This design comes from an exercise in tuning for small area on the open sky130 flow, not from production work.
Only simulation tests tie the RTL to the original design; equivalence was not proved.
No activity file was given, so power comes from the tool's default toggle rates.

===== config.mk =====
export PLATFORM = sky130hd
export DESIGN_NAME = dbg_top
export DESIGN_NICKNAME = dbg_top
export VERILOG_FILES = /design/flow/design.v
export SDC_FILE = /design/flow/constraint.sdc
export NUM_CORES = 4
export LEC_CHECK = 0
export CAP_MARGIN = 20
export CORE_MARGIN = 2
export CORE_UTILIZATION = 40
export SLEW_MARGIN = 20

===== constraint.sdc =====
create_clock -name core_clock -period 10.0 [get_ports {i_clock}]
set_input_delay 2.0000 -clock core_clock [delete_from_list [all_inputs] [get_ports {i_clock}]]
set_output_delay 2.0000 -clock core_clock [all_outputs]
set_load 0.01 [all_outputs]

===== design.v =====
`timescale 1ns/1ns
`default_nettype none
module uart_rx (
	input  logic       i_clock,
	input  logic       i_rst_n,
	input  logic       i_rx,
	output logic [7:0] o_byte,
	output logic       o_valid
);
	localparam logic [1:0] RX_IDLE = 2'd0, RX_START = 2'd1, RX_DATA = 2'd2, RX_STOP = 2'd3;
	logic [1:0] state;
	logic       rx_meta;
	logic       rx_sync;
	logic [2:0] clk_cnt;
	logic [2:0] bit_idx;
	logic [7:0] shift;
	always_ff @(posedge i_clock) begin
		if (!i_rst_n) begin
			rx_meta <= 1'b1;
			rx_sync <= 1'b1;
		end else begin
			rx_meta <= i_rx;
			rx_sync <= rx_meta;
		end
	end
	always_ff @(posedge i_clock) begin
		if (!i_rst_n) begin
			state   <= RX_IDLE;
			clk_cnt <= '0;
			bit_idx <= '0;
			o_valid <= 1'b0;
		end else begin
			o_valid <= 1'b0;
			case (state)
			RX_IDLE: begin
				clk_cnt <= '0;
				if (!rx_sync) state <= RX_START;
			end
			RX_START: begin
				if (clk_cnt == 3'd3) begin
					clk_cnt <= '0;
					bit_idx <= '0;
					state   <= rx_sync ? RX_IDLE : RX_DATA;
				end else begin
					clk_cnt <= clk_cnt + 1'b1;
				end
			end
			RX_DATA: begin
				if (clk_cnt == 3'd7) begin
					clk_cnt <= '0;
					shift   <= {rx_sync, shift[7:1]};
					bit_idx <= bit_idx + 1'b1;
					if (bit_idx == 3'd7) state <= RX_STOP;
				end else begin
					clk_cnt <= clk_cnt + 1'b1;
				end
			end
			default: begin
				if (clk_cnt == 3'd7) begin
					o_valid <= rx_sync;
					state   <= RX_IDLE;
				end else begin
					clk_cnt <= clk_cnt + 1'b1;
				end
			end
			endcase
		end
	end
	assign o_byte = shift;
endmodule
`default_nettype wire
`timescale 1ns/1ns
`default_nettype none
module dbg_top (
	input  logic       i_clock,
	input  logic       i_rst_n,
	input  logic       i_rx,
	output logic       o_tx,
	output logic [2:0] o_state
);
	localparam logic [2:0] IDLE = 3'd0, LOAD_BYTES = 3'd1, RUNNING = 3'd2,
	                       STEPPING = 3'd3, DUMP_SEND = 3'd4, DUMP_WAIT = 3'd5;
	logic [7:0] rx_byte;
	logic       rx_valid;
	uart_rx u_uart_rx (
		.i_clock (i_clock),
		.i_rst_n (i_rst_n),
		.i_rx    (i_rx),
		.o_byte  (rx_byte),
		.o_valid (rx_valid)
	);
	logic [2:0] state;
	logic [1:0] byte_cnt;
	logic [5:0] u;	 
	logic       tx_busy;
	logic       halted;
	assign o_state = state;
	wire tx_accept = (state == DUMP_WAIT) && !tx_busy;
	always_ff @(posedge i_clock) begin
		if (!i_rst_n) begin
			state    <= IDLE;
			byte_cnt <= '0;
			u        <= 6'd63;
		end else begin
			case (state)
			IDLE: begin
				if (rx_valid) begin
					case (rx_byte)
					8'h4c:   state <= LOAD_BYTES;
					8'h52:   state <= RUNNING;
					8'h53:   state <= STEPPING;
					default: state <= IDLE;
					endcase
				end
			end
			LOAD_BYTES: begin
				if (rx_valid) begin
					byte_cnt <= byte_cnt + 1'b1;
					if (byte_cnt == 2'd3) state <= IDLE;
				end
			end
			RUNNING:   if (halted) state <= DUMP_SEND;
			STEPPING:  state <= DUMP_SEND;
			DUMP_SEND: state <= DUMP_WAIT;
			DUMP_WAIT: begin
				if (!tx_busy) begin
					u     <= (u == 6'd63) ? 6'd29 : u + 1'b1;
					state <= (u == 6'd62) ? IDLE : DUMP_SEND;
				end
			end
			default: state <= IDLE;
			endcase
		end
	end
	logic [22:0] wbuf;	 
	logic        pend;	 
	logic        rst_seen;
	logic [5:0]  la;
	logic [5:0]  rot;
	wire  [5:0]  nrot = rot + 6'd55;
	wire         mem_wr = pend && (nrot == la);
	wire         ld_byte = (state == LOAD_BYTES) && rx_valid;
	wire  [5:0]  op      = rx_byte[7:2];
	wire         is_addi = (op == 6'd8);
	wire         is_add  = (op == 6'd0) && (wbuf[5:0] == 6'd32);
	always_ff @(posedge i_clock) begin
		if (ld_byte) begin
			case (byte_cnt)
			2'd0: wbuf[7:0]  <= rx_byte;
			2'd1: wbuf[15:8] <= rx_byte;
			2'd2: begin
				wbuf[21:19] <= rx_byte[7:5];
				wbuf[18:16] <= rx_byte[2:0];
			end
			default: begin
				wbuf[22]    <= (op == 6'd63);
				wbuf[18:16] <= is_addi ? wbuf[18:16] : 3'd0;
				wbuf[2:0]   <= is_add ? wbuf[18:16] : wbuf[2:0];
				wbuf[13:11] <= (is_add || (is_addi && wbuf[18:16] != 3'd0)) ? wbuf[13:11] : 3'd0;
			end
			endcase
		end
	end
	always_ff @(posedge i_clock) begin
		if (mem_wr) begin
			pend     <= 1'b0;
			rst_seen <= 1'b0;
			la       <= (!i_rst_n || rst_seen) ? 6'd0 : la + 1'b1;
		end else if (!i_rst_n) begin
			rst_seen <= pend;
			if (!pend) la <= 6'd0;
		end else if (ld_byte && byte_cnt == 2'd3) begin
			pend <= 1'b1;
		end
	end
	logic [63:0][22:0] mem;
	always_ff @(posedge i_clock) begin
		rot <= nrot;
		for (int i = 0; i < 63; i++) mem[i] <= mem[i+1];
		mem[63] <= mem[0];
		if (mem_wr) mem[0] <= wbuf;
	end
	logic [5:0]  pc;
	logic [15:0] count;
	logic [6:0]  backlog;	 
	logic [5:0]  rp;	 
	wire  [5:0]  pc_off = pc - rot;
	wire  [5:0]  hsel   = 6'(pc_off * 6'd7);	 
	logic [63:0] hplane;
	always_comb begin
		for (int i = 0; i < 64; i++) hplane[i] = mem[i][22];
	end
	wire halt_pc = hplane[hsel];
	wire exec    = ((state == RUNNING) || (state == STEPPING)) && !halted;
	wire fetch   = (backlog != '0) && (rot == rp) && !(tx_busy && u == 6'd63);
	always_ff @(posedge i_clock) begin
		if (!i_rst_n) begin
			pc      <= '0;
			count   <= '0;
			halted  <= 1'b0;
			backlog <= '0;
			rp      <= '0;
		end else begin
			if (exec) begin
				pc    <= pc + 1'b1;
				count <= count + 1'b1;
				if (halt_pc) halted <= 1'b1;
			end
			backlog <= backlog + 7'(exec) - 7'(fetch);
			if (fetch) rp <= rp + 1'b1;
		end
	end
	logic [1:0]  ph;	 
	logic [22:0] ir;
	logic        act;	 
	logic        exe;	 
	logic        carry;
	logic [1:0]  zc;
	logic [7:1][3:0][7:0] regs;	 
	wire start = act && (ph == 2'd0);
	wire proc  = start || exe;
	wire zero  = !i_rst_n || (zc != 2'd0);
	always_ff @(posedge i_clock) begin
		ph <= ph + 1'b1;
		if (fetch) ir <= mem[0];
		if (!i_rst_n) begin
			act <= 1'b0;
			exe <= 1'b0;
			zc  <= 2'd3;
		end else begin
			if (fetch)      act <= 1'b1;
			else if (start) act <= 1'b0;
			if (start)            exe <= 1'b1;
			else if (ph == 2'd3)  exe <= 1'b0;
			if (zc != 2'd0) zc <= zc - 1'b1;
		end
	end
	logic [7:0] head [8];
	always_comb begin
		head[0] = 8'd0;
		for (int r = 1; r < 8; r++) head[r] = regs[r][0];
	end
	wire [2:0] rs_i   = ir[21:19];
	wire [2:0] t_i    = ir[18:16];
	wire [2:0] dest   = ir[22] ? 3'd0 : (t_i != 3'd0) ? t_i : ir[13:11];
	wire       add_i  = (t_i == 3'd0);
	wire [7:0] imm_b  = (ph == 2'd0) ? ir[7:0] : (ph == 2'd1) ? ir[15:8] : {8{ir[15]}};
	wire [7:0] opa    = head[rs_i];
	wire [7:0] opb    = add_i ? head[ir[2:0]] : imm_b;
	wire [8:0] sum    = {1'b0, opa} + {1'b0, opb} + {8'd0, (ph != 2'd0) && carry};
	always_ff @(posedge i_clock) begin
		carry <= sum[8];
		for (int r = 1; r < 8; r++) begin
			regs[r][0] <= regs[r][1];
			regs[r][1] <= regs[r][2];
			regs[r][2] <= regs[r][3];
			regs[r][3] <= zero ? 8'd0 : (proc && dest == 3'(r)) ? sum[7:0] : regs[r][0];
		end
	end
	logic [2:0] tx_clk;
	logic [3:0] tx_bit;
	logic       nb;	 
	logic [7:0] src;
	always_comb begin
		if (!u[5]) begin
			case (u[1:0])
			2'd1:    src = {2'b00, pc};
			2'd2:    src = count[7:0];
			default: src = count[15:8];
			endcase
		end else begin
			src = head[u[4:2]];
		end
	end
	always_ff @(posedge i_clock) begin
		if (!u[5] || ph == u[1:0]) nb <= src[tx_bit[2:0]];
	end
	always_ff @(posedge i_clock) begin
		if (!i_rst_n) begin
			tx_busy <= 1'b0;
			o_tx    <= 1'b1;
			tx_clk  <= '0;
			tx_bit  <= '0;
		end else if (!tx_busy) begin
			if (tx_accept) begin
				tx_busy <= 1'b1;
				o_tx    <= 1'b0;
				tx_clk  <= '0;
				tx_bit  <= '0;
			end
		end else if (tx_clk == 3'd7) begin
			tx_clk <= '0;
			if (tx_bit == 4'd9) begin
				tx_busy <= 1'b0;
			end else begin
				o_tx   <= (tx_bit == 4'd8) ? 1'b1 : nb;
				tx_bit <= tx_bit + 1'b1;
			end
		end else begin
			tx_clk <= tx_clk + 1'b1;
		end
	end
endmodule
`default_nettype wire

===== run.sh =====
#!/bin/bash
# synth_recipe.tcl (not shown) runs the flow's synth.tcl, then flattens the netlist and writes it again
# the make line also repeats each setting of config.mk as NAME=value (left out here)
make -C /OpenROAD-flow-scripts/flow DESIGN_CONFIG=/design/flow/config.mk WORK_HOME=/design/flow/orfs CLKGATE_MAP_FILE= SYNTH_SCRIPT=/design/flow/synth_recipe.tcl finish

==> flow_summary.yaml, run 1 <==
clocking:
  htree_num_levels: 4
  cts_tree: "built"
  ctsHoldBuffers: 0
  cts.clk_slew.worst_paths_ns: 0.06
  cts_buffers: 167
  cts_resized: 0
  cts.sink_count: 1839
  cts_setup_buffers: 0
  cts_buffer_depth: 3
  clock_latency_ns: 0.73
  root_buffer: "clkbuf_16"
logic_synthesis:
  yosysTopAreaCell: "dfxtp_1"
  synthXorXnorAreaFrac_pct: 1.25
  synth_cells: 2877
  synth_area_um2: 44800
  synthDistinctLibCells: 75
  avgSynthCellArea_um2: 15.6
  syn-num-nets: 2945
  synthMuxAreaShare_pct: 3.98
  synth-compound-area-share_pct: 3.42
  netlist_top_cells_count: "dfxtp_1 (1778), nand2_1 (124), a21oi_1 (91)"
  synth_edf_count: 61
  yosys_warnings: 3
  synthAdderAreaFrac_pct: 1.95
  synth_seq_area_share_pct: 83.6
  ys.flop_type: "dfxtp_1"
  ys_top_cells_by_area: "dfxtp_1 (79%), edfxtp_1 (4.1%), mux4_2 (1.8%)"
  synth-seq-cells: 1839
  synth-simple-area-share_pct: 4.68
  async_reset_ff_share_pct: 0
  synth_top_family_by_area: "simple AND/OR/NAND/NOR gates"
  yosysMostFrequentCell: "dfxtp_1"
  synth_top_area_share_pct: 79.5
drt:
  vias: 19500
  drt-total-wl_um: 63200
  via_per_inst: 4.23
  dr.pass1.iters: 6
  post-route-drc-count: 0
  ant_nets: 0
  route.detailed.wl_per_inst_um: 13.7
  drt_iter0_drc: 1103
global_routing:
  grt_pass1_wl_um: 104000
  grt_pass1_vias: 19500
  antenna_found_initial: 6
  grt_max_degree: 68
  grt.overflow.total: 0
  gr-usage-all-layers_pct: 11.3
run_status:
  status: "timing/DRC/antenna clean"
sta:
  finalCritPeriodShare_pct: 41.7
  setup_ws_ns: 5.83
  finalSetupViolations: 0
  fmax_mhz: 240
  relSlewSlack_pct: 29.9
  drv_slew: 0
  setup-tns-final_ns: 0
  rsz0062_at_grt: "false"
  finClkSkew_ns: 0.0390
  hold_violations: 0
  holdWs_ns: 0.296
  period_minus_slack_ns: 4.17
  tightest_slew_ns: 1.05
floorplan:
  core.rowCount: 122
  start_util_pct: 40.4
  ios: 7
  dieArea_um2: 115000
  die_w_um: 339
  core_region_area_um2: 111000
  die_h_um: 339
pwr:
  p_leak_nw: 20.4
  ir_worst_vdd_v: 0.000146
  p_per_area_nw_per_um2: 277
placed_design:
  gp_congestion: 0.833
  dp.cells: 4313
  hpwlAfterDp_um: 36000
  place_ws_ns: 5.86
  port_buffers: 6
worst_setup_path:
  ff2ff_setup_slack_ns: 5.83
  cp.required_ns: 10.60
  crit_path_cell_trace: "mux4_2, a21oi_1, o22ai_1, fa_1, a21o_1, a21oi_1, o21ai_0, a21oi_1, o21a_1, nor4_1, a311o_1"
  cp_data_arrival_time_ns: 4.77
  start_kind: "flop"
  cp_slowest_cell: "edfxtp_1"
  slowest_delay_ns: 0.98
  path_common_cell: "a21oi_1"
  cp_max_fo: 25
  endpoint_kind: "flop"
  worstSetupPathType: "reg -> reg"
layout:
  synthToLayoutAreaGrowth_pct: 16.6
  finalNonFillerCells: 4619
  drive_above_1_share_pct: 11.8
  n_fill_cell: 9581
  nets: 3062
flow_run:
  cap_violations: 0
min_path:
  hold_class: "reg -> reg"
## layout make-up
type / instances / area [µm²] / area share (%)
Antenna cell: 1 / 2.50 / 0.00479
Clock buffer: 253 / 4950 / 9.48
Clock inverter: 52 / 751 / 1.44
Inverter: 54 / 203 / 0.388
Multi-Input combinational cell: 913 / 6860 / 13.1
Sequential cell: 1839 / 37400 / 71.7
Tap cell: 1488 / 1860 / 3.57
Timing Repair Buffer: 19 / 153 / 0.292
## per-layer routing
metal | global-route usage (%) | vias to the layer above | routed length [µm]
met5 | 0 | - | 0
li1 | - | 9771 | -
met2 | 16.0 | 385 | 26000
met3 | 2.73 | 137 | 3140
met4 | 5.04 | 0 | 1810
met1 | 16.2 | 9243 | 32200
## metrics by stage
step / util [%] / total power [mW] / cell area (µm²)
after CTS: 47.1 / 14.6 / 52200
final: 47.1 / 14.5 / 52200
after detailed placement: 42.0 / 8.24 / 46500
after floorplan: - / 8.09 / 44800
after global routing: 47.1 / 15.0 / 52200
after global placement: 42.0 / 8.23 / 46500
## critical path, delay by kind of cell, from the launching register on
kind / cells / cell delay, ns
flip-flops: 1 / 0.98
AO/OA/AOI/OAI: 8 / 1.91
multiplexers: 1 / 0.61
AND/OR/NAND/NOR: 1 / 0.10
adder cells (fa/ha/maj): 1 / 0.45
## worst paths after layout
kind | end | start | depth (start not counted)
worst min register to register | regs[175]$_DFF_P_ | regs[183]$_DFF_P_ | 0
worst max-delay path | regs[95]$_SDFF_PP0_ | ir[0]$_DFFE_PP_ | 11
worst max register to register | regs[95]$_SDFF_PP0_ | ir[0]$_DFFE_PP_ | 11
worst min-delay path | regs[175]$_DFF_P_ | regs[183]$_DFF_P_ | 0
## cell usage in the layout (no fill, tap or decap), types with 40 or more instances in the layout
cell / n
dfxtp_1: 1778
clkbuf_16: 171
nand2_1: 124
a21oi_1: 91
nor2_1: 89
edfxtp_1: 61
ha_1: 57
inv_1: 54
o21ai_0: 48
clkbuf_1: 46
mux2i_1: 45
nand3_1: 43
and2_1: 40
## where the power goes
part	internal [mW]	total, mW	switching [mW]	leakage, nW
sequential	7.45	7.54	0.0881	14.9
clock	3.78	6.38	2.60	2.79
combinational	0.207	0.536	0.329	2.73
## cell families after synthesis
| family | Yosys count |
|---|---|
| flip-flops | 1839 |
| buffers and inverters | 125 |
| XOR/XNOR | 62 |
| adder cells (fa/ha/maj) | 65 |
| multiplexers | 123 |
| AND/OR/NAND/NOR | 419 |
| AO/OA/AOI/OAI | 244 |
## state kept, by name (all words and copies together) (netlist names), 3 cells and up
register           count
mem                 1472
tx_clk                 3
u_uart_rx.shift        8
regs                 224
ir                    23
rp                     6
u_uart_rx.clk_cnt      3
la                     6
count                 16
wbuf                  23
state                  3
tx_bit                 4
u_uart_rx.bit_idx      3
backlog                7
u                      6
pc                     6
rot                    6
==> run 2, diff against run 1 <==
--- a/design.v
+++ b/design.v
@@ -132,7 +132,7 @@
 			endcase
 		end
 	end
-	logic [22:0] wbuf;	 
+	logic [21:0] wbuf;	 
 	logic        pend;	 
 	logic        rst_seen;
 	logic [5:0]  la;
@@ -153,7 +153,7 @@
 				wbuf[18:16] <= rx_byte[2:0];
 			end
 			default: begin
-				wbuf[22]    <= (op == 6'd63);
+				wbuf[15]    <= (is_addi && wbuf[18:16] != 3'd0) ? wbuf[15] : (op == 6'd63);
 				wbuf[18:16] <= is_addi ? wbuf[18:16] : 3'd0;
 				wbuf[2:0]   <= is_add ? wbuf[18:16] : wbuf[2:0];
 				wbuf[13:11] <= (is_add || (is_addi && wbuf[18:16] != 3'd0)) ? wbuf[13:11] : 3'd0;
@@ -173,7 +173,7 @@
 			pend <= 1'b1;
 		end
 	end
-	logic [63:0][22:0] mem;
+	logic [63:0][21:0] mem;
 	always_ff @(posedge i_clock) begin
 		rot <= nrot;
 		for (int i = 0; i < 63; i++) mem[i] <= mem[i+1];
@@ -184,13 +184,10 @@
 	logic [15:0] count;
 	logic [6:0]  backlog;	 
 	logic [5:0]  rp;	 
-	wire  [5:0]  pc_off = pc - rot;
-	wire  [5:0]  hsel   = 6'(pc_off * 6'd7);	 
-	logic [63:0] hplane;
-	always_comb begin
-		for (int i = 0; i < 64; i++) hplane[i] = mem[i][22];
-	end
-	wire halt_pc = hplane[hsel];
+	logic [6:0]  hd;	 
+	wire [5:0] hdist  = rot - pc;
+	wire [21:0] hword = (pend && rot == la) ? wbuf : mem[0];	 
+	wire        h_head = (hword[18:16] == 3'd0) && (hword[13:11] == 3'd0) && hword[15];
 	wire exec    = ((state == RUNNING) || (state == STEPPING)) && !halted;
 	wire fetch   = (backlog != '0) && (rot == rp) && !(tx_busy && u == 6'd63);
 	always_ff @(posedge i_clock) begin
@@ -200,18 +197,25 @@
 			halted  <= 1'b0;
 			backlog <= '0;
 			rp      <= '0;
+			hd      <= 7'd64;
 		end else begin
+			if (ld_byte && byte_cnt == 2'd3)
+				hd <= 7'd64;	 
+			else if (exec)
+				hd <= hd[6] ? hd : hd - 1'b1;
+			else if (h_head && (hd[6] || hdist < hd[5:0]))
+				hd <= {1'b0, hdist};
 			if (exec) begin
 				pc    <= pc + 1'b1;
 				count <= count + 1'b1;
-				if (halt_pc) halted <= 1'b1;
+				if (hd == 7'd0) halted <= 1'b1;
 			end
 			backlog <= backlog + 7'(exec) - 7'(fetch);
 			if (fetch) rp <= rp + 1'b1;
 		end
 	end
 	logic [1:0]  ph;	 
-	logic [22:0] ir;
+	logic [21:0] ir;
 	logic        act;	 
 	logic        exe;	 
 	logic        carry;
@@ -242,19 +246,21 @@
 	end
 	wire [2:0] rs_i   = ir[21:19];
 	wire [2:0] t_i    = ir[18:16];
-	wire [2:0] dest   = ir[22] ? 3'd0 : (t_i != 3'd0) ? t_i : ir[13:11];
+	wire [2:0] dest   = (t_i != 3'd0) ? t_i : ir[13:11];
 	wire       add_i  = (t_i == 3'd0);
 	wire [7:0] imm_b  = (ph == 2'd0) ? ir[7:0] : (ph == 2'd1) ? ir[15:8] : {8{ir[15]}};
-	wire [7:0] opa    = head[rs_i];
+	wire       dumpr  = tx_busy && u[5] && (u[4:2] != 3'd0);	 
+	wire [7:0] opa    = head[dumpr ? u[4:2] : rs_i];
 	wire [7:0] opb    = add_i ? head[ir[2:0]] : imm_b;
 	wire [8:0] sum    = {1'b0, opa} + {1'b0, opb} + {8'd0, (ph != 2'd0) && carry};
+	wire [7:0] wdat = zero ? 8'd0 : sum[7:0];
 	always_ff @(posedge i_clock) begin
 		carry <= sum[8];
 		for (int r = 1; r < 8; r++) begin
 			regs[r][0] <= regs[r][1];
 			regs[r][1] <= regs[r][2];
 			regs[r][2] <= regs[r][3];
-			regs[r][3] <= zero ? 8'd0 : (proc && dest == 3'(r)) ? sum[7:0] : regs[r][0];
+			regs[r][3] <= (zero || (proc && dest == 3'(r))) ? wdat : regs[r][0];
 		end
 	end
 	logic [2:0] tx_clk;
@@ -269,7 +275,7 @@
 			default: src = count[15:8];
 			endcase
 		end else begin
-			src = head[u[4:2]];
+			src = dumpr ? opa : 8'd0;
 		end
 	end
 	always_ff @(posedge i_clock) begin
--- a/config.mk
+++ b/config.mk
@@ -7,5 +7,8 @@
 export LEC_CHECK = 0
 export CAP_MARGIN = 20
 export CORE_MARGIN = 2
-export CORE_UTILIZATION = 40
+export CORE_UTILIZATION = 60
+export CTS_BUF_LIST = sky130_fd_sc_hd__clkbuf_16
+export CTS_CLUSTER_DIAMETER = 60
+export CTS_CLUSTER_SIZE = 32
 export SLEW_MARGIN = 20
==> run 2 against run 1 <==
Routed wire length down 1.4%. Register-to-register slack worse by 0.92 ns. Power down 18%. Synthesized cell count down 4.3%. Die area down 36%. Maximum frequency down 18%. Clock-buffer cell count down 174. Synthesized area down 4.0%. Sequential cell count down 59. Cell count down 18%. Sequential power down 3%. Via count down 6.5%. Critical path type unchanged. Critical endpoint is now regs[94]$_DFF_P_. Largest cell class unchanged.
==> flow_summary.yaml, run 2 <==
worst_setup_path:
  cp_num_buf_inv: 0
  slowest_delay_ns: 0.89
  cp_slowest_cell: "o31ai_2"
  cp.depth: 14
  worstReg2RegEnd: "regs[94]$_DFF_P_"
  cp.required_ns: 10.61
  reg2reg_depth: 14
  start_kind: "flop"
  cp_max_fo: 12
  endpoint_kind: "flop"
  worstSetupPathType: "reg -> reg"
  cp_data_arrival_time_ns: 5.70
  crit_path_cell_trace: "o311a_1, o31ai_2, a222oi_1, mux2i_1, a21oi_1, fa_1, fa_1, nor2b_1, o21ai_0, a21boi_0, o21a_1, nor3_1, nor3_1, mux2_2"
  r2r-start: "u[2]$_SDFFE_PN1P_"
  cp_top_family: "compound AO/OA/AOI/OAI gates"
  ff2ff_setup_slack_ns: 4.91
clocking:
  cts.sink_count: 1780
  cts_tree: "built"
  cts_setup_buffers: 0
  cts_buffer_depth: 3
  cts_buffers: 78
  root_buffer: "clkbuf_16"
  ctsHoldBuffers: 0
  htree_num_levels: 3
  cts.clk_slew.worst_paths_ns: 0.11
  clock_latency_ns: 0.69
  cts_resized: 0
sta:
  drv_slew: 0
  relSlewSlack_pct: 29.3
  fmax_mhz: 196
  finClkSkew_ns: 0.0352
  rsz0062_at_grt: "false"
  tightest_slew_ns: 1.05
  hold_violations: 0
  period_minus_slack_ns: 5.09
  finalCritPeriodShare_pct: 50.9
  setup-tns-final_ns: 0
  finalSetupViolations: 0
floorplan:
  die_h_um: 272
  core.rowCount: 98
  start_util_pct: 60.3
  ios: 7
  dieArea_um2: 73800
  core_region_area_um2: 71200
  die_w_um: 272
logic_synthesis:
  synth_cells: 2753
  synth_seq_area_share_pct: 84.3
  syn-num-nets: 2818
  synth_top_area_share_pct: 80.2
  avgSynthCellArea_um2: 15.6
  yosysTopAreaCell: "dfxtp_1"
  synth-seq-cells: 1780
  yosys_warnings: 3
  yosysMostFrequentCell: "dfxtp_1"
  ys_top_cells_by_area: "dfxtp_1 (80%), edfxtp_1 (4.1%), ha_1 (1.7%)"
  synth_edf_count: 59
  async_reset_ff_share_pct: 0
  synth_area_um2: 43000
  ys.flop_type: "dfxtp_1"
  synthDistinctLibCells: 94
  netlist_top_cells_count: "dfxtp_1 (1721), nand2_1 (88), nor2_1 (78)"
pwr:
  seq_power_share_pct: 62.2
  p_leak_nw: 18.4
  p_int_mw: 9.06
  clockPowerShare_pct: 32.6
  power_frac_comb_pct: 5.2
  p_per_area_nw_per_um2: 252
  ir_worst_vdd_v: 0.000216
  netSwitchingPower_mw: 2.73
  p_sw_share_pct: 23.2
  power_mw: 11.8
layout:
  drive_above_1_share_pct: 7.78
  nets: 2859
  synthToLayoutAreaGrowth_pct: 8.70
  reg.largest.list: "mem: 1408 flops, regs: 224 flops"
  final_core_util_pct: 65.6
  seqCellArea_um2: 36200
  layout_commonest_cell: "dfxtp_1"
  n_fill_cell: 5006
  multiInputGateArea_um2: 6230
  largest_reg_flops: 1408
  finalInstanceArea_um2: 46700
  top_register: "mem"
  layout_common_cells: "dfxtp_1 (1721), nand2_1 (88), clkbuf_16 (79)"
global_routing:
  grt_pass1_vias: 18300
  antenna_found_initial: 1
  gr-usage-all-layers_pct: 17.2
  grt_pass1_wl_um: 100000
  grt_max_degree: 79
  grt.overflow.total: 0
drt:
  post-route-drc-count: 0
  drt-total-wl_um: 62300
  ant_nets: 0
  dr.pass1.iters: 5
  route.detailed.wl_per_inst_um: 16.4
  drt_iter0_drc: 1118
  via_per_inst: 4.82
  vias: 18300
min_path:
  min_from: "mem[1349]$_DFF_P_"
  hold_class: "reg -> reg"
  hold_end: "mem[1327]$_DFF_P_"
  hold_depth: 0
placed_design:
  hpwlAfterDp_um: 38200
  gp_congestion: 0.832
  placed_area_um2: 44000
  port_buffers: 6
flow_run:
  cap_violations: 0
run_status:
  status: "timing/DRC/antenna clean"
-- run 2: cell count changes in the layout (fill, tap and decap cells not counted), sizes merged, moves of 13 or more --
cell / delta
nand2: -37
nand3: -16
inv: +25
bufinv: -13
mux2: +26
nor3: +31
mux4: -30
mux2i: -33
a21oi: -38
clkbuf: -174
dfxtp: -57
-- run 2: cell families (layout without fill, tap and decap cells) --
kind of cell / count (synthesis) / count (layout) / synth area share (%)
compound gates: 244 / 244 / 4.19
xor+xnor: 62 / 62 / 1.26
fa+ha+maj: 62 / 62 / 1.87
buf+inv: 120 / 208 / 1.22
flops: 1780 / 1780 / 84.3
mux: 86 / 86 / 2.35
other cells: 0 / 1 / 0
simple gates: 399 / 399 / 4.82
-- run 2: how the worst max path moves through the flow --
stage                            from                     to
finish              u[2]$_SDFFE_PN1P_       regs[94]$_DFF_P_
floorplan           u[4]$_SDFFE_PN1P_  backlog[6]$_SDFF_PN0_
detailed placement  u[2]$_SDFFE_PN1P_       regs[94]$_DFF_P_
global route        u[2]$_SDFFE_PN1P_      regs[190]$_DFF_P_
global placement    u[2]$_SDFFE_PN1P_      regs[158]$_DFF_P_
CTS                 u[2]$_SDFFE_PN1P_       regs[94]$_DFF_P_
-- run 2: power by group through the flow --
stage	Sequential (mW)	Clock, mW	Combinational [mW]
after global routing	7.35	4.21	0.680
after detailed placement	7.50	0	0.607
after CTS	7.34	3.97	0.612
after floorplan	7.44	0	0.482
final	7.34	3.85	0.608
after global placement	7.49	0	0.587
-- run 2: cell type report --
cell class	instances	area share, %
clock buffers	79	4.23
inverters	64	0.514
well taps	950	2.54
flip-flops and latches	1780	77.5
clock inverters	48	1.54
multi-input cells	853	13.3
repair buffers	17	0.289
diodes	1	0.00536
-- run 2: stage by stage --
stage	setup slack [ns]	cells	hold WS, ns
after floorplan	6.13	2753	0.310
after global placement	5.03	3663	0.310
after detailed placement	4.97	3664	0.312
after CTS	4.94	3791	0.321
after global routing	4.47	3791	0.316
final	4.91	3792	0.314
-- run 2: worst reg2reg max path, delay by kind of cell, from the launching register on --
family          cells  cell delay (ns)
compound gates      7             2.45
fa+ha+maj           2             0.90
simple gates        3             0.70
mux                 2             0.53
flops               1             0.47
-- run 2: metal layers --
layer  vias up  global-route usage, %  part of all wire, %  wire length, µm
li1       9151                      -                    -                -
met1      8714                   25.2                   51            31600
met2       281                   25.8                   43            26500
met3       123                   3.05                  3.5             2190
met4         0                   6.17                  3.2             1960
met5         -                      0                    0                0
==> run 3, diff against run 2 <==
--- a/config.mk
+++ b/config.mk
@@ -7,8 +7,5 @@
 export LEC_CHECK = 0
 export CAP_MARGIN = 20
 export CORE_MARGIN = 2
-export CORE_UTILIZATION = 60
-export CTS_BUF_LIST = sky130_fd_sc_hd__clkbuf_16
-export CTS_CLUSTER_DIAMETER = 60
-export CTS_CLUSTER_SIZE = 32
+export CORE_UTILIZATION = 40
 export SLEW_MARGIN = 20
==> run 3 against run 2 <==
Critical endpoint is now regs[126]$_DFF_P_. Critical path type unchanged. Cell count up 16%. Cell area increased by 7.1%. Non-clock buffer count shrank 3. Via count is 1.8% higher. First-iteration DRC count fell by 15%. Synthesized area stayed put.
==> flow_summary.yaml, run 3 <==
run_status:
  status: "timing/DRC/antenna clean"
worst_setup_path:
  r2r-start: "u[2]$_SDFFE_PN1P_"
  cp_num_buf_inv: 0
  worstReg2RegEnd: "regs[126]$_DFF_P_"
  cp_data_arrival_time_ns: 5.80
  slowest_delay_ns: 0.74
  ff2ff_setup_slack_ns: 4.87
  worstSetupPathType: "reg -> reg"
  endpoint_kind: "flop"
  reg2reg_depth: 14
  cp_max_fo: 12
  start_kind: "flop"
  cp.required_ns: 10.68
  critPathLaunch: "u[2]$_SDFFE_PN1P_"
  cp_top_family: "compound AO/OA/AOI/OAI gates"
  cp_slowest_cell: "o31ai_2"
  crit_path_cell_trace: "o311a_1, o31ai_2, a222oi_1, mux2i_1, a21oi_1, fa_1, fa_1, nor2b_1, o21ai_0, a21boi_0, o21a_1, nor3_1, nor3_1, mux2_2"
sta:
  setup-tns-final_ns: 0
  finalCritPeriodShare_pct: 51.3
  fmax_mhz: 195
  finClkSkew_ns: 0.0245
  tightest_slew_ns: 1.18
  period_minus_slack_ns: 5.13
  hold_violations: 0
  rsz0062_at_grt: "false"
  finalSetupViolations: 0
  drv_slew: 0
  relSlewSlack_pct: 20.8
clocking:
  cts.sink_count: 1780
  root_buffer: "clkbuf_16"
  clock_latency_ns: 0.75
  cts_tree: "built"
  ctsHoldBuffers: 0
  htree_num_levels: 4
  cts_buffers: 160
  cts_buffer_depth: 3
  cts_resized: 0
  cts_setup_buffers: 0
  cts.clk_slew.worst_paths_ns: 0.06
min_path:
  hold_depth: 0
  hold_class: "reg -> reg"
  hold_end: "mem[64]$_DFF_P_"
  min_from: "mem[86]$_DFF_P_"
logic_synthesis:
  syn-num-nets: 2818
  ys.flop_type: "dfxtp_1"
  yosysTopAreaCell: "dfxtp_1"
  yosysMostFrequentCell: "dfxtp_1"
  synth_top_area_share_pct: 80.2
  ys_top_cells_by_area: "dfxtp_1 (80%), edfxtp_1 (4.1%), ha_1 (1.7%)"
  synth_cells: 2753
  synth_edf_count: 59
  async_reset_ff_share_pct: 0
  netlist_top_cells_count: "dfxtp_1 (1721), nand2_1 (88), nor2_1 (78)"
  avgSynthCellArea_um2: 15.6
  synthDistinctLibCells: 94
  yosys_warnings: 3
  synth_area_um2: 43000
  synth-seq-cells: 1780
  synth_seq_area_share_pct: 84.3
layout:
  layout_commonest_cell: "dfxtp_1"
  n_antenna_cell: 0
  nets: 2938
  finalInstanceArea_um2: 50000
  seqCellArea_um2: 36200
  multiInputGateArea_um2: 6240
  layout_common_cells: "dfxtp_1 (1721), clkbuf_16 (164), nand2_1 (88)"
  synthToLayoutAreaGrowth_pct: 16.4
  n_fill_cell: 9070
  largest_reg_flops: 1408
  finalNonFillerCells: 4403
  top_register: "mem"
  drive_above_1_share_pct: 11.9
  reg.largest.list: "mem: 1408 flops, regs: 224 flops"
placed_design:
  dp.cells: 4114
  port_buffers: 6
  hpwlAfterDp_um: 36300
  gp_congestion: 0.840
  placed_area_um2: 44600
floorplan:
  die_h_um: 332
  dieArea_um2: 110000
  core.rowCount: 120
  start_util_pct: 40.3
  core_region_area_um2: 107000
  die_w_um: 332
  ios: 7
drt:
  route.detailed.wl_per_inst_um: 14.1
  via_per_inst: 4.22
  drt_iter0_drc: 952
  vias: 18600
  drt-total-wl_um: 62000
  dr.pass1.iters: 5
  ant_nets: 0
  post-route-drc-count: 0
global_routing:
  grt_use_met2_pct: 16.1
  gr-usage-all-layers_pct: 11.5
  antenna_found_initial: 2
  busiest_layer: "met1"
  grt_max_degree: 58
  grt_pass1_wl_um: 101000
  grt_pass1_vias: 18400
  use_met1_pct: 16.6
  grt.overflow.total: 0
  use_met3_pct: 3.26
pwr:
  p_leak_nw: 19.8
  ir_worst_vdd_v: 0.000178
  p_per_area_nw_per_um2: 281
flow_run:
  cap_violations: 0
==> run 3: cell counts after synthesis <==
Identical to the previous run, type by type.
==> run 3: worst max-delay path by stage <==
stage	to	slack (ns)	cells after the start
2_1_floorplan	backlog[6]$_SDFF_PN0_	6.13	15
3_3_place_gp	regs[158]$_DFF_P_	5.07	14
3_5_place_dp	regs[126]$_DFF_P_	4.96	14
4_1_cts	regs[126]$_DFF_P_	4.91	14
5_1_grt	regs[190]$_DFF_P_	4.51	14
6_report	regs[126]$_DFF_P_	4.87	14
==> run 3: report_power, final <==
part           internal (mW)  switching, mW  total, mW  leakage (nW)
Combinational          0.237          0.354      0.591          2.67
Sequential              7.24          0.101       7.34          14.4
Clock                   3.55           2.57       6.12          2.69
Total                   11.0           3.02       14.1          19.8
==> run 3: cell type report <==
class / count / area share (%)
clock buffer: 221 / 9.21
timing repair buffer: 14 / 0.230
multi-input combinational: 853 / 12.5
clock inverter: 68 / 1.68
inverter: 64 / 0.480
sequential: 1780 / 72.4
tap: 1403 / 3.51
==> run 3: kinds of logic (layout without fill, tap and decap cells) <==
| family | after synthesis | in the layout | synth area share [%] |
|---|---|---|---|
| flops | 1780 | 1780 | 84.3 |
| simple gates | 399 | 399 | 4.82 |
| compound gates | 244 | 244 | 4.19 |
| fa+ha+maj | 62 | 62 | 1.87 |
| buf+inv | 120 | 367 | 1.22 |
| mux | 86 | 86 | 2.35 |
| xor+xnor | 62 | 62 | 1.26 |
==> run 3: worst reg2reg max path, stage by stage, from the launching register on <==
cell      delay, ns
dfxtp_1        0.46
o311a_1        0.55
o31ai_2        0.74
a222oi_1       0.25
mux2i_1        0.27
a21oi_1        0.13
fa_1           0.48
fa_1           0.39
nor2b_1        0.18
o21ai_0        0.14
a21boi_0       0.31
o21a_1         0.17
nor3_1         0.05
nor3_1         0.64
mux2_2         0.30
==> run 3: metal layers <==
layer / vias up / routed length (µm)
li1: 9397 / -
met1: 8707 / 32100
met2: 332 / 24900
met3: 153 / 3010
met4: 0 / 1960
met5: - / 0
==> run 3: metrics by stage <==
step | power [mW] | util (%) | hold WS [ns] | worst slack [ns]
floorplan | 7.92 | - | 0.310 | 6.13
global placement | 8.08 | 41.7 | 0.310 | 5.07
detailed placement | 8.09 | 41.8 | 0.312 | 4.96
CTS | 14.2 | 46.9 | 0.296 | 4.91
global route | 14.6 | 46.9 | 0.302 | 4.51
finish | 14.1 | 46.9 | 0.303 | 4.87
==> run 4, diff against run 3 <==
--- a/design.v
+++ b/design.v
@@ -133,6 +133,8 @@
 		end
 	end
 	logic [21:0] wbuf;	 
+	logic        fetch;	 
+	logic [63:0][21:0] mem;	 
 	logic        pend;	 
 	logic        rst_seen;
 	logic [5:0]  la;
@@ -159,6 +161,8 @@
 				wbuf[13:11] <= (is_add || (is_addi && wbuf[18:16] != 3'd0)) ? wbuf[13:11] : 3'd0;
 			end
 			endcase
+		end else if (fetch) begin
+			wbuf <= mem[0];
 		end
 	end
 	always_ff @(posedge i_clock) begin
@@ -173,29 +177,25 @@
 			pend <= 1'b1;
 		end
 	end
-	logic [63:0][21:0] mem;
 	always_ff @(posedge i_clock) begin
 		rot <= nrot;
 		for (int i = 0; i < 63; i++) mem[i] <= mem[i+1];
 		mem[63] <= mem[0];
 		if (mem_wr) mem[0] <= wbuf;
 	end
-	logic [5:0]  pc;
 	logic [15:0] count;
-	logic [6:0]  backlog;	 
+	wire  [5:0]  pc = count[5:0];	 
 	logic [5:0]  rp;	 
 	logic [6:0]  hd;	 
 	wire [5:0] hdist  = rot - pc;
 	wire [21:0] hword = (pend && rot == la) ? wbuf : mem[0];	 
 	wire        h_head = (hword[18:16] == 3'd0) && (hword[13:11] == 3'd0) && hword[15];
 	wire exec    = ((state == RUNNING) || (state == STEPPING)) && !halted;
-	wire fetch   = (backlog != '0) && (rot == rp) && !(tx_busy && u == 6'd63);
+	assign fetch = ((rp != pc) || exec) && (rot == rp) && !(tx_busy && u == 6'd63);
 	always_ff @(posedge i_clock) begin
 		if (!i_rst_n) begin
-			pc      <= '0;
 			count   <= '0;
 			halted  <= 1'b0;
-			backlog <= '0;
 			rp      <= '0;
 			hd      <= 7'd64;
 		end else begin
@@ -206,16 +206,13 @@
 			else if (h_head && (hd[6] || hdist < hd[5:0]))
 				hd <= {1'b0, hdist};
 			if (exec) begin
-				pc    <= pc + 1'b1;
 				count <= count + 1'b1;
 				if (hd == 7'd0) halted <= 1'b1;
 			end
-			backlog <= backlog + 7'(exec) - 7'(fetch);
 			if (fetch) rp <= rp + 1'b1;
 		end
 	end
-	logic [1:0]  ph;	 
-	logic [21:0] ir;
+	wire  [1:0]  ph = {rot[1] ^ rot[0], rot[0]};	 
 	logic        act;	 
 	logic        exe;	 
 	logic        carry;
@@ -225,8 +222,6 @@
 	wire proc  = start || exe;
 	wire zero  = !i_rst_n || (zc != 2'd0);
 	always_ff @(posedge i_clock) begin
-		ph <= ph + 1'b1;
-		if (fetch) ir <= mem[0];
 		if (!i_rst_n) begin
 			act <= 1'b0;
 			exe <= 1'b0;
@@ -244,14 +239,14 @@
 		head[0] = 8'd0;
 		for (int r = 1; r < 8; r++) head[r] = regs[r][0];
 	end
-	wire [2:0] rs_i   = ir[21:19];
-	wire [2:0] t_i    = ir[18:16];
-	wire [2:0] dest   = (t_i != 3'd0) ? t_i : ir[13:11];
+	wire [2:0] rs_i   = wbuf[21:19];
+	wire [2:0] t_i    = wbuf[18:16];
+	wire [2:0] dest   = (t_i != 3'd0) ? t_i : wbuf[13:11];
 	wire       add_i  = (t_i == 3'd0);
-	wire [7:0] imm_b  = (ph == 2'd0) ? ir[7:0] : (ph == 2'd1) ? ir[15:8] : {8{ir[15]}};
+	wire [7:0] imm_b  = (ph == 2'd0) ? wbuf[7:0] : (ph == 2'd1) ? wbuf[15:8] : {8{wbuf[15]}};
 	wire       dumpr  = tx_busy && u[5] && (u[4:2] != 3'd0);	 
 	wire [7:0] opa    = head[dumpr ? u[4:2] : rs_i];
-	wire [7:0] opb    = add_i ? head[ir[2:0]] : imm_b;
+	wire [7:0] opb    = add_i ? head[wbuf[2:0]] : imm_b;
 	wire [8:0] sum    = {1'b0, opa} + {1'b0, opb} + {8'd0, (ph != 2'd0) && carry};
 	wire [7:0] wdat = zero ? 8'd0 : sum[7:0];
 	always_ff @(posedge i_clock) begin
--- a/config.mk
+++ b/config.mk
@@ -7,5 +7,8 @@
 export LEC_CHECK = 0
 export CAP_MARGIN = 20
 export CORE_MARGIN = 2
-export CORE_UTILIZATION = 40
+export CORE_UTILIZATION = 60
+export CTS_BUF_LIST = sky130_fd_sc_hd__clkbuf_16
+export CTS_CLUSTER_DIAMETER = 60
+export CTS_CLUSTER_SIZE = 32
 export SLEW_MARGIN = 20
==> run 4 against run 3 <==
Still clean. Worst hold slack gained 0.016 ns. Cell count shrank 16%. Via count shrank 3.2%. Cell area shrank 9.7%. Non-clock buffer count grew 3. Power shrank 23%. Register-to-register slack gained 0.45 ns. First-iteration DRC count grew 17%. Synthesized area shrank 3.1%. Routed wire length grew 0.60%. Critical path depth grew 1. Clock skew grew 0.0022 ns.
==> flow_summary.yaml, run 4 <==
drt:
  dr_wl_met3_um: 3260
  top_layer_used: "met4"
  route.detailed.wl_per_inst_um: 16.8
  ant_nets: 0
  drt-total-wl_um: 62400
  vias: 18000
  wl_met2_um: 25600
  dr.pass1.iters: 7
  drt_iter0_drc: 1115
  via_per_inst: 4.84
  post-route-drc-count: 0
  wl_met1_um: 31800
layout:
  layout_common_cells: "dfxtp_1 (1706), nand2_1 (155), nor2_1 (77)"
  layout_commonest_cell: "dfxtp_1"
  synthToLayoutAreaGrowth_pct: 8.44
  drive_above_1_share_pct: 6.42
  largest_reg_flops: 1408
  reg.largest.list: "mem: 1408 flops, regs: 224 flops, wbuf: 22 flops"
  finalNonFillerCells: 3719
  n_antenna_cell: 0
  top_register: "mem"
  nets: 2808
pwr:
  p_int_mw: 8.57
  seq_power_share_pct: 64.9
  netSwitchingPower_mw: 2.29
  p_leak_nw: 17.9
  clockPowerShare_pct: 33.4
  p_per_area_nw_per_um2: 241
  ir_worst_vdd_v: 0.000253
  power_mw: 10.9
  power_frac_comb_pct: 1.7
  p_sw_share_pct: 21.1
sta:
  setup-tns-final_ns: 0
  rsz0062_at_grt: "false"
  period_minus_slack_ns: 4.68
  hold_violations: 0
  tightest_slew_ns: 1.05
  finalSetupViolations: 0
  finClkSkew_ns: 0.0267
  drv_slew: 0
  fmax_mhz: 214
  finalCritPeriodShare_pct: 46.8
  relSlewSlack_pct: 29.5
logic_synthesis:
  yosysMostFrequentCell: "dfxtp_1"
  avgSynthCellArea_um2: 15.3
  synth_edf_count: 37
  synth_seq_area_share_pct: 84.7
  yosysTopAreaCell: "dfxtp_1"
  async_reset_ff_share_pct: 0
  netlist_top_cells_count: "dfxtp_1 (1706), nand2_1 (155), nor2_1 (77)"
  syn-num-nets: 2770
  synth_top_area_share_pct: 82.0
  synth-seq-cells: 1743
  yosys_warnings: 3
  synth_cells: 2716
  synth_area_um2: 41600
  ys.flop_type: "dfxtp_1"
  synthDistinctLibCells: 82
  ys_top_cells_by_area: "dfxtp_1 (82%), edfxtp_1 (2.7%), ha_1 (1.4%)"
worst_setup_path:
  reg2reg_depth: 15
  cp_max_fo: 23
  start_kind: "flop"
  worstSetupPathType: "reg -> reg"
  critPathLaunch: "u[5]$_SDFFE_PN1P_"
  endpoint_kind: "flop"
  cp_data_arrival_time_ns: 5.27
  r2r-start: "u[5]$_SDFFE_PN1P_"
  cp.required_ns: 10.59
clocking:
  cts.clk_slew.worst_paths_ns: 0.11
  cts_tree: "built"
  cts_buffers: 75
  clock_latency_ns: 0.65
  cts_resized: 0
  root_buffer: "clkbuf_16"
  ctsHoldBuffers: 0
  cts_buffer_depth: 3
  cts_setup_buffers: 0
  cts.sink_count: 1743
  htree_num_levels: 3
global_routing:
  grt_pass1_vias: 17700
  grt_pass1_wl_um: 99000
  grt_max_degree: 64
  antenna_found_initial: 4
  grt.overflow.total: 0
  gr-usage-all-layers_pct: 17.8
floorplan:
  die_w_um: 267
  dieArea_um2: 71500
  start_util_pct: 60.6
  ios: 7
  core_region_area_um2: 68700
  die_h_um: 267
  core.rowCount: 96
flow_run:
  cap_violations: 0
placed_design:
  dp.cells: 3607
  hpwlAfterDp_um: 39000
  port_buffers: 6
  gp_congestion: 0.854
min_path:
  hold_class: "reg -> reg"
  hold_depth: 0
  min_from: "mem[1150]$_DFF_P_"
run_status:
  status: "timing/DRC/antenna clean"
run 4: changes by cell type after synthesis, sizes merged, moves of 8 or more:
cell and delta:
a31oi +8, and2 -19, and3 -8, buf -12, clkbuf +12, dfxtp -15
edfxtp -22, ha -10, inv -18, nand2 +67, nand3 +10, nor3 -16
o21ai +10
run 4: cell type report:
cell class | count | area [µm²]
fillers | 4844 | 23600
flip-flops and latches | 1743 | 35300
well taps | 931 | 1160
clock buffers | 76 | 1900
multi-input cells | 871 | 5980
inverters | 46 | 173
repair buffers | 17 | 141
clock inverters | 35 | 526
run 4: metal layers:
metal / track usage (%) / up-vias
li1: - / 8971
met1: 27.2 / 8564
met2: 25.5 / 352
met3: 3.18 / 103
met4: 6.45 / 0
met5: 0 / -
run 4: cells by family after synthesis:
kind of cell / count (synthesis) / share of synthesized area [%]
flops: 1743 / 84.7
buf+inv: 102 / 0.977
fa+ha+maj: 51 / 1.59
mux: 84 / 2.36
compound gates: 260 / 4.28
xor+xnor: 62 / 1.30
simple gates: 414 / 4.79
run 4: through the flow:
step                util, %  area [µm²]  worst slack [ns]  hold slack (ns)
CTS                    65.7       45100              5.39            0.322
floorplan                 -       41600              6.41            0.310
global placement       62.2       42700              5.49            0.310
finish                 65.7       45100              5.32            0.319
global route           65.7       45100              4.94            0.320
detailed placement     62.2       42700              5.33            0.312
run 4: worst max-delay path, stage by stage (launching register included):
cell and delay (ns):
dfxtp_1 0.79, nand3_1 0.36, o221ai_1 0.32, buf_4 0.24, a221oi_1 0.10, o21ai_0 0.17, nand2_1 0.17, fa_1 0.51
fa_1 0.40, nor2b_1 0.15, o21ai_0 0.13, a21boi_0 0.26, o21a_1 0.16, nor3_1 0.05, nor3_1 0.54, mux2_2 0.29
run 4: final timing paths:
check | to | slack, ns
setup reg to reg | regs[94]$_DFF_P_ | 5.32
setup / recovery | regs[94]$_DFF_P_ | 5.32
hold / removal | mem[1128]$_DFF_P_ | 0.32
hold reg to reg | mem[1128]$_DFF_P_ | 0.32
run 4: power by group through the flow:
stage	combinational [mW]	clock (mW)	sequential, mW
after global routing	0.211	3.99	7.06
after floorplan	0.143	0	7.18
after detailed placement	0.189	0	7.21
after global placement	0.184	0	7.21
after CTS	0.190	3.74	7.05
final	0.190	3.63	7.05
==> run 5, diff against run 4 <==
==> flow/run.sh (new file) <==
#!/bin/bash
# Standard layout, with clock tree synthesis told not to add dummy loads.
set -euo pipefail
CTS="-sink_clustering_enable -repair_clock_nets -dont_use_dummy_load"
CTS="$CTS -buf_list sky130_fd_sc_hd__clkbuf_16 -sink_clustering_size 32 -sink_clustering_max_diameter 60"
bash standard.sh finish "CTS_ARGS=$CTS" > make_finish.log 2>&1
==> standard.sh (new file) <==
#!/bin/bash
# synth_recipe.tcl (not shown) runs the flow's synth.tcl, then flattens the netlist and writes it again
# the make line also repeats each setting of config.mk as NAME=value (left out here)
make -C /OpenROAD-flow-scripts/flow DESIGN_CONFIG=/design/flow/config.mk WORK_HOME=/design/flow/orfs CLKGATE_MAP_FILE= SYNTH_SCRIPT=/design/flow/synth_recipe.tcl "${@:-finish}"
--- a/config.mk
+++ b/config.mk
@@ -8,7 +8,4 @@
 export CAP_MARGIN = 20
 export CORE_MARGIN = 2
 export CORE_UTILIZATION = 60
-export CTS_BUF_LIST = sky130_fd_sc_hd__clkbuf_16
-export CTS_CLUSTER_DIAMETER = 60
-export CTS_CLUSTER_SIZE = 32
 export SLEW_MARGIN = 20
removed: run.sh
==> run 5 against run 4 <==
Combinational power about the same. Via count fell by 0.37%. Routed wire length shrank 0.36%. Cell count fell by 0.97%. Worst setup slack improved by 0.092 ns. Sequential power about the same. Still clean. Utilization fell by 0.80 points. Clock power down 11%. Sequential cell count unchanged. Non-clock buffer count unchanged.
==> flow_summary.yaml, run 5 <==
run_status:
  status: "timing/DRC/antenna clean"
flow_run:
  cap_violations: 0
worst_setup_path:
  cp_top_family: "compound AO/OA/AOI/OAI gates"
  critPathLaunch: "u[5]$_SDFFE_PN1P_"
  cp_slowest_cell: "dfxtp_1"
  start_kind: "flop"
  cp.required_ns: 10.55
  worstReg2RegEnd: "regs[94]$_DFF_P_"
  reg2reg_depth: 14
  crit_path_cell_trace: "o211a_1, o21a_1, mux2i_1, o21ai_0, nand2_1, fa_1, fa_1, nor2b_1, o21ai_0, a21boi_0, o21a_1, nor3_1, nor3_1, mux2_2"
  ff2ff_setup_slack_ns: 5.41
  r2r-start: "u[5]$_SDFFE_PN1P_"
  cp_data_arrival_time_ns: 5.14
  crit_end: "regs[94]$_DFF_P_"
  cp.depth: 14
  slowest_delay_ns: 0.77
  endpoint_kind: "flop"
  cp_num_buf_inv: 0
  worstSetupPathType: "reg -> reg"
  cp_max_fo: 23
layout:
  nets: 2808
  layout_common_cells: "dfxtp_1 (1706), nand2_1 (155), nor2_1 (77)"
  multiInputGateArea_um2: 5980
  synthToLayoutAreaGrowth_pct: 7.12
  top_register: "mem"
  layout_commonest_cell: "dfxtp_1"
  final_core_util_pct: 64.9
  drive_above_1_share_pct: 5.31
  reg.largest.list: "mem: 1408 flops, regs: 224 flops, wbuf: 22 flops"
  largest_reg_flops: 1408
  finalInstanceArea_um2: 44600
  finalNonFillerCells: 3683
  n_antenna_cell: 0
  n_fill_cell: 4891
  seqCellArea_um2: 35300
logic_synthesis:
  synth-seq-cells: 1743
  synth_top_area_share_pct: 82.0
  syn-num-nets: 2770
  avgSynthCellArea_um2: 15.3
  netlist_top_cells_count: "dfxtp_1 (1706), nand2_1 (155), nor2_1 (77)"
  yosysMostFrequentCell: "dfxtp_1"
  synth_edf_count: 37
  synth_seq_area_share_pct: 84.7
  ys.flop_type: "dfxtp_1"
  yosys_warnings: 3
  async_reset_ff_share_pct: 0
  synth_area_um2: 41600
  synth_cells: 2716
  ys_top_cells_by_area: "dfxtp_1 (82%), edfxtp_1 (2.7%), ha_1 (1.4%)"
  synthDistinctLibCells: 82
  yosysTopAreaCell: "dfxtp_1"
placed_design:
  placed_area_um2: 42700
  place_ws_ns: 5.33
  hpwlAfterDp_um: 39000
  port_buffers: 6
  dp.cells: 3607
  gp_congestion: 0.854
floorplan:
  core_region_area_um2: 68700
  dieArea_um2: 71500
  core.rowCount: 96
  die_w_um: 267
  die_h_um: 267
  start_util_pct: 60.6
  ios: 7
clocking:
  cts_tree: "built"
  cts_setup_buffers: 0
  root_buffer: "clkbuf_16"
  cts.sink_count: 1743
  cts_resized: 0
  ctsHoldBuffers: 0
  cts_buffers: 75
  cts.clk_slew.worst_paths_ns: 0.10
  cts_buffer_depth: 3
  clock_latency_ns: 0.63
  htree_num_levels: 3
drt:
  vias: 17900
  dr.pass1.iters: 5
  post-route-drc-count: 0
  via_per_inst: 4.87
  ant_nets: 0
  drt_iter0_drc: 1103
  drt-total-wl_um: 62100
  route.detailed.wl_per_inst_um: 16.9
sta:
  tightest_slew_ns: 1.05
  fmax_mhz: 218
  hold_violations: 0
  setup_ws_ns: 5.41
  finalSetupViolations: 0
  finalCritPeriodShare_pct: 45.9
  rsz0062_at_grt: "false"
  setup-tns-final_ns: 0
  period_minus_slack_ns: 4.59
  drv_slew: 0
  holdWs_ns: 0.270
  finClkSkew_ns: 0.0850
  relSlewSlack_pct: 29.5
global_routing:
  antenna_found_initial: 4
  grt_pass1_vias: 17700
  gr-usage-all-layers_pct: 17.7
  grt_pass1_wl_um: 98400
  grt_max_degree: 64
  grt.overflow.total: 0
pwr:
  ir_worst_vdd_v: 0.000225
  p_per_area_nw_per_um2: 235
  p_leak_nw: 17.6
  power_mw: 10.5
min_path:
  hold_class: "reg -> reg"
==> run 5: cell counts after synthesis <==
Identical to the previous run, type by type.
==> run 5: where the power goes <==
| group | switching [mW] | internal (mW) | leakage, nW | total, mW |
|---|---|---|---|---|
| Sequential | 0.0429 | 7.01 | 14.1 | 7.05 |
| Combinational | 0.121 | 0.0694 | 2.60 | 0.190 |
| Clock | 1.88 | 1.35 | 0.924 | 3.23 |
==> run 5: area by class of cell <==
| class | instances | area share [%] |
|---|---|---|
| Timing Repair Buffer | 17 | 0.317 |
| Tap cell | 931 | 2.61 |
| Clock buffer | 75 | 4.21 |
| Sequential cell | 1743 | 79.1 |
| Multi-Input combinational cell | 871 | 13.4 |
| Inverter | 46 | 0.387 |
==> run 5: layer usage <==
layer | part of all wire (%) | up-vias | wire [µm] | track usage (%)
met5 | 0 | - | 0 | 0
met4 | 2.8 | 0 | 1770 | 6.40
met3 | 4.6 | 101 | 2880 | 3.12
met2 | 41 | 301 | 25200 | 25.4
met1 | 52 | 8595 | 32200 | 27.1
li1 | - | 8926 | - | -
==> run 5: logic make-up (layout without fill, tap and decap cells) <==
logic type / count (synthesis) / in the layout / share of synthesized area (%)
flip-flops: 1743 / 1743 / 84.7
AND/OR/NAND/NOR: 414 / 414 / 4.79
AO/OA/AOI/OAI: 260 / 260 / 4.28
buffers and inverters: 102 / 138 / 0.977
multiplexers: 84 / 84 / 2.36
XOR/XNOR: 62 / 62 / 1.30
adder cells (fa/ha/maj): 51 / 51 / 1.59
==> run 5: worst min-delay path by stage <==
stage,startpoint,to,slack (ns),cells past startpoint
after floorplan,mem[1022]$_DFF_P_,mem[1000]$_DFF_P_,0.31,0
after global placement,regs[138]$_DFF_P_,regs[130]$_DFF_P_,0.31,0
after detailed placement,mem[1057]$_DFF_P_,mem[1035]$_DFF_P_,0.31,0
after CTS,mem[406]$_DFF_P_,mem[384]$_DFF_P_,0.27,0
after global routing,mem[406]$_DFF_P_,mem[384]$_DFF_P_,0.27,0
final,mem[406]$_DFF_P_,mem[384]$_DFF_P_,0.27,0
==> run 5: worst register-to-register path, stage by stage (launching register included) <==
cell and delay (ns):
dfxtp_1 0.77, o211a_1 0.34, o21a_1 0.41, mux2i_1 0.14, o21ai_0 0.28, nand2_1 0.16, fa_1 0.50, fa_1 0.40
nor2b_1 0.15, o21ai_0 0.13, a21boi_0 0.26, o21a_1 0.16, nor3_1 0.04, nor3_1 0.54, mux2_2 0.28
==> run 6, diff against run 5 <==
--- a/design.v
+++ b/design.v
@@ -25,9 +25,7 @@
 	end
 	always_ff @(posedge i_clock) begin
 		if (!i_rst_n) begin
-			state   <= RX_IDLE;
-			clk_cnt <= '0;
-			bit_idx <= '0;
+			state   <= RX_IDLE;	 
 			o_valid <= 1'b0;
 		end else begin
 			o_valid <= 1'b0;
@@ -280,8 +278,6 @@
 		if (!i_rst_n) begin
 			tx_busy <= 1'b0;
 			o_tx    <= 1'b1;
-			tx_clk  <= '0;
-			tx_bit  <= '0;
 		end else if (!tx_busy) begin
 			if (tx_accept) begin
 				tx_busy <= 1'b1;
==> run 6 against run 5 <==
Still clean. Sequential cell count unchanged. Clock skew rose by 0.026 ns. Clock power hardly changed. First-iteration DRC count down 3.1%. Largest cell class unchanged. Largest power group unchanged. Highest routed layer unchanged.
==> flow_summary.yaml, run 6 <==
floorplan:
  die_w_um: 267
  core_region_area_um2: 68600
  core.rowCount: 96
  dieArea_um2: 71300
  ios: 7
  die_h_um: 267
  start_util_pct: 60.5
clocking:
  cts_setup_buffers: 0
  cts_tree: "built"
  clock_latency_ns: 0.64
  htree_num_levels: 3
  cts.sink_count: 1743
  cts_resized: 0
  cts_buffer_depth: 3
  cts_buffers: 76
  ctsHoldBuffers: 0
  cts.clk_slew.worst_paths_ns: 0.10
  root_buffer: "clkbuf_16"
pwr:
  p_per_area_nw_per_um2: 242
  p_leak_nw: 17.6
  power_mw: 10.8
  ir_worst_vdd_v: 0.000216
drt:
  vias: 17600
  drt_iter0_drc: 1069
  post-route-drc-count: 0
  drt-total-wl_um: 61000
  ant_nets: 0
  route.detailed.wl_per_inst_um: 16.7
  via_per_inst: 4.82
  dr.pass1.iters: 5
layout:
  layout_common_cells: "dfxtp_1 (1693), nand2_1 (132), nor2_1 (97)"
  finalNonFillerCells: 3649
  nets: 2772
  synthToLayoutAreaGrowth_pct: 7.18
  largest_reg_flops: 1408
  top_register: "mem"
  reg.largest.list: "mem: 1408 flops, regs: 224 flops, wbuf: 22 flops"
  layout_commonest_cell: "dfxtp_1"
  drive_above_1_share_pct: 6.55
worst_setup_path:
  ff2ff_setup_slack_ns: 5.46
  endpoint_kind: "flop"
  crit_end: "regs[29]$_DFF_P_"
  worstSetupPathType: "reg -> reg"
  start_kind: "flop"
  critPathLaunch: "u[2]$_SDFFE_PN1P_"
  r2r-start: "u[2]$_SDFFE_PN1P_"
  reg2reg_depth: 15
  worstReg2RegEnd: "regs[29]$_DFF_P_"
  cp_max_fo: 20
  cp.required_ns: 10.51
  cp_data_arrival_time_ns: 5.05
logic_synthesis:
  syn-num-nets: 2739
  synth_seq_area_share_pct: 85.2
  ys_top_cells_by_area: "dfxtp_1 (82%), edfxtp_1 (3.6%), mux2_2 (1.6%)"
  synthDistinctLibCells: 75
  ys.flop_type: "dfxtp_1"
  yosys_warnings: 3
  synth-simple-area-share_pct: 4.47
  synth_top_family_by_area: "simple AND/OR/NAND/NOR gates"
  yosysMostFrequentCell: "dfxtp_1"
  synthMuxAreaShare_pct: 2.60
  netlist_top_cells_count: "dfxtp_1 (1693), nand2_1 (132), nor2_1 (97)"
  synth_area_um2: 41500
  avgSynthCellArea_um2: 15.5
  synth_cells: 2686
  synth-compound-area-share_pct: 3.82
  synthAdderAreaFrac_pct: 1.56
  synth_top_area_share_pct: 81.6
  synth-seq-cells: 1743
  synthXorXnorAreaFrac_pct: 1.30
  synth_edf_count: 50
  yosysTopAreaCell: "dfxtp_1"
  async_reset_ff_share_pct: 0
sta:
  drv_slew: 0
  rsz0062_at_grt: "false"
  finalSetupViolations: 0
  finalCritPeriodShare_pct: 45.4
  relSlewSlack_pct: 25.6
  finClkSkew_ns: 0.111
  fmax_mhz: 220
  holdWs_ns: 0.245
  tightest_slew_ns: 1.11
  setup-tns-final_ns: 0
  period_minus_slack_ns: 4.54
  hold_violations: 0
run_status:
  status: "timing/DRC/antenna clean"
min_path:
  hold_class: "reg -> reg"
  min_from: "regs[31]$_DFF_P_"
placed_design:
  hpwlAfterDp_um: 37300
  port_buffers: 6
  dp.cells: 3571
  gp_congestion: 0.847
global_routing:
  grt_pass1_wl_um: 97800
  grt.overflow.total: 0
  grt_max_degree: 38
  grt_pass1_vias: 17500
  gr-usage-all-layers_pct: 17.5
  antenna_found_initial: 0
flow_run:
  cap_violations: 0
run 6: layout make-up:
type                       instances  area [µm²]
antenna                            1        2.50
clock buffer                      76        1900
fill                            4801       24100
inverter                          42         158
multi-input combinational        838        5720
sequential                      1743       35400
tap                              931        1160
timing repair buffer              18         170
run 6: per-layer routing:
layer / share of wire, % / track usage (%) / up-vias
met2: 42 / 25.5 / 289
met1: 52 / 26.9 / 8413
met4: 2.0 / 5.30 / 0
met5: 0 / 0 / -
met3: 4.5 / 2.91 / 80
li1: - / - / 8788
run 6: worst min-delay path by stage:
stage / end / slack [ns] / cells after the start
after floorplan: mem[1000]$_DFF_P_ / 0.31 / 0
final: regs[23]$_DFF_P_ / 0.25 / 0
after global routing: regs[87]$_DFF_P_ / 0.22 / 0
after CTS: regs[87]$_DFF_P_ / 0.24 / 0
after detailed placement: mem[1091]$_DFF_P_ / 0.31 / 0
after global placement: mem[60]$_DFF_P_ / 0.31 / 0
run 6: logic make-up (layout without fill, tap and decap cells):
family | count (synthesis) | after routing
and+or+nand+nor | 389 | 389
adders and majority gates | 50 | 50
buffers and inverters | 105 | 136
other | 0 | 1
DFF | 1743 | 1743
AOI/OAI and AO/OA | 246 | 246
xor gates and xnor gates | 61 | 61
muxes | 92 | 92
run 6: power breakdown:
| part | internal, mW | switching (mW) |
|---|---|---|
| Combinational | 0.142 | 0.264 |
| Sequential | 7.05 | 0.0751 |
| Clock | 1.37 | 1.88 |
| Total | 8.56 | 2.22 |
run 6: metrics by stage:
stage	instance area, µm²	setup WS, ns	util, %
2_1_floorplan	41500	6.39	-
3_3_place_gp	42600	5.35	62.1
3_5_place_dp	42600	5.30	62.1
4_1_cts	44500	5.46	64.8
5_1_grt	44500	4.99	64.9
6_report	44500	5.46	64.9
run 6: worst max-delay path, stage by stage (launching register included):
cell and delay (ns):
dfxtp_1 0.74, nand3_1 0.27, o22ai_1 0.70, a221oi_1 0.24
a21oi_1 0.20, o221ai_2 0.18, inv_1 0.10, ha_1 0.22
nor2b_1 0.13, o21ai_0 0.28, a21boi_0 0.18, o21ai_0 0.31
nand2b_1 0.11, xnor2_1 0.37, nor2_1 0.16, mux2_2 0.29

-- what the ideal ports hide --
In the flow no input, the clock included, has a driving cell. The finished layouts below were timed again as built, in two steps.
Step 1, drivers: a clkbuf_16 drives i_clock and a buf_2 each remaining input, both assumed.
Step 2 moves the port delays by t, midway between the first and last clock arrival at a register: inputs arrive t later, outputs are due t later. That takes back most of the time a late clock gives input paths.
a / b / c = ideal / step 1 / step 2; a / b = the first two.
| run | shift t [ns] | slack for setup (ns) | worst register clock-pin slew, ns |
|---|---|---|---|
| run 1 | 0.782 | 5.831 / 5.814 / 5.831 | 0.07 / 0.07 |
| run 2 | 0.723 | 4.907 / 4.907 / 4.907 | 0.11 / 0.11 |
| run 3 | 0.804 | 4.874 / 4.874 / 4.874 | 0.07 / 0.07 |
| run 4 | 0.705 | 5.322 / 5.322 / 5.318 | 0.11 / 0.11 |
| run 5 | 0.670 | 5.414 / 5.414 / 5.312 | 0.11 / 0.11 |
| run 6 | 0.650 | 5.458 / 5.458 / 5.458 | 0.11 / 0.11 |
After both steps every run listed still meets setup and hold. The setup slack of run 5, which loses most, moves by 0.000 ns with the drivers and by -0.102 ns with both steps.
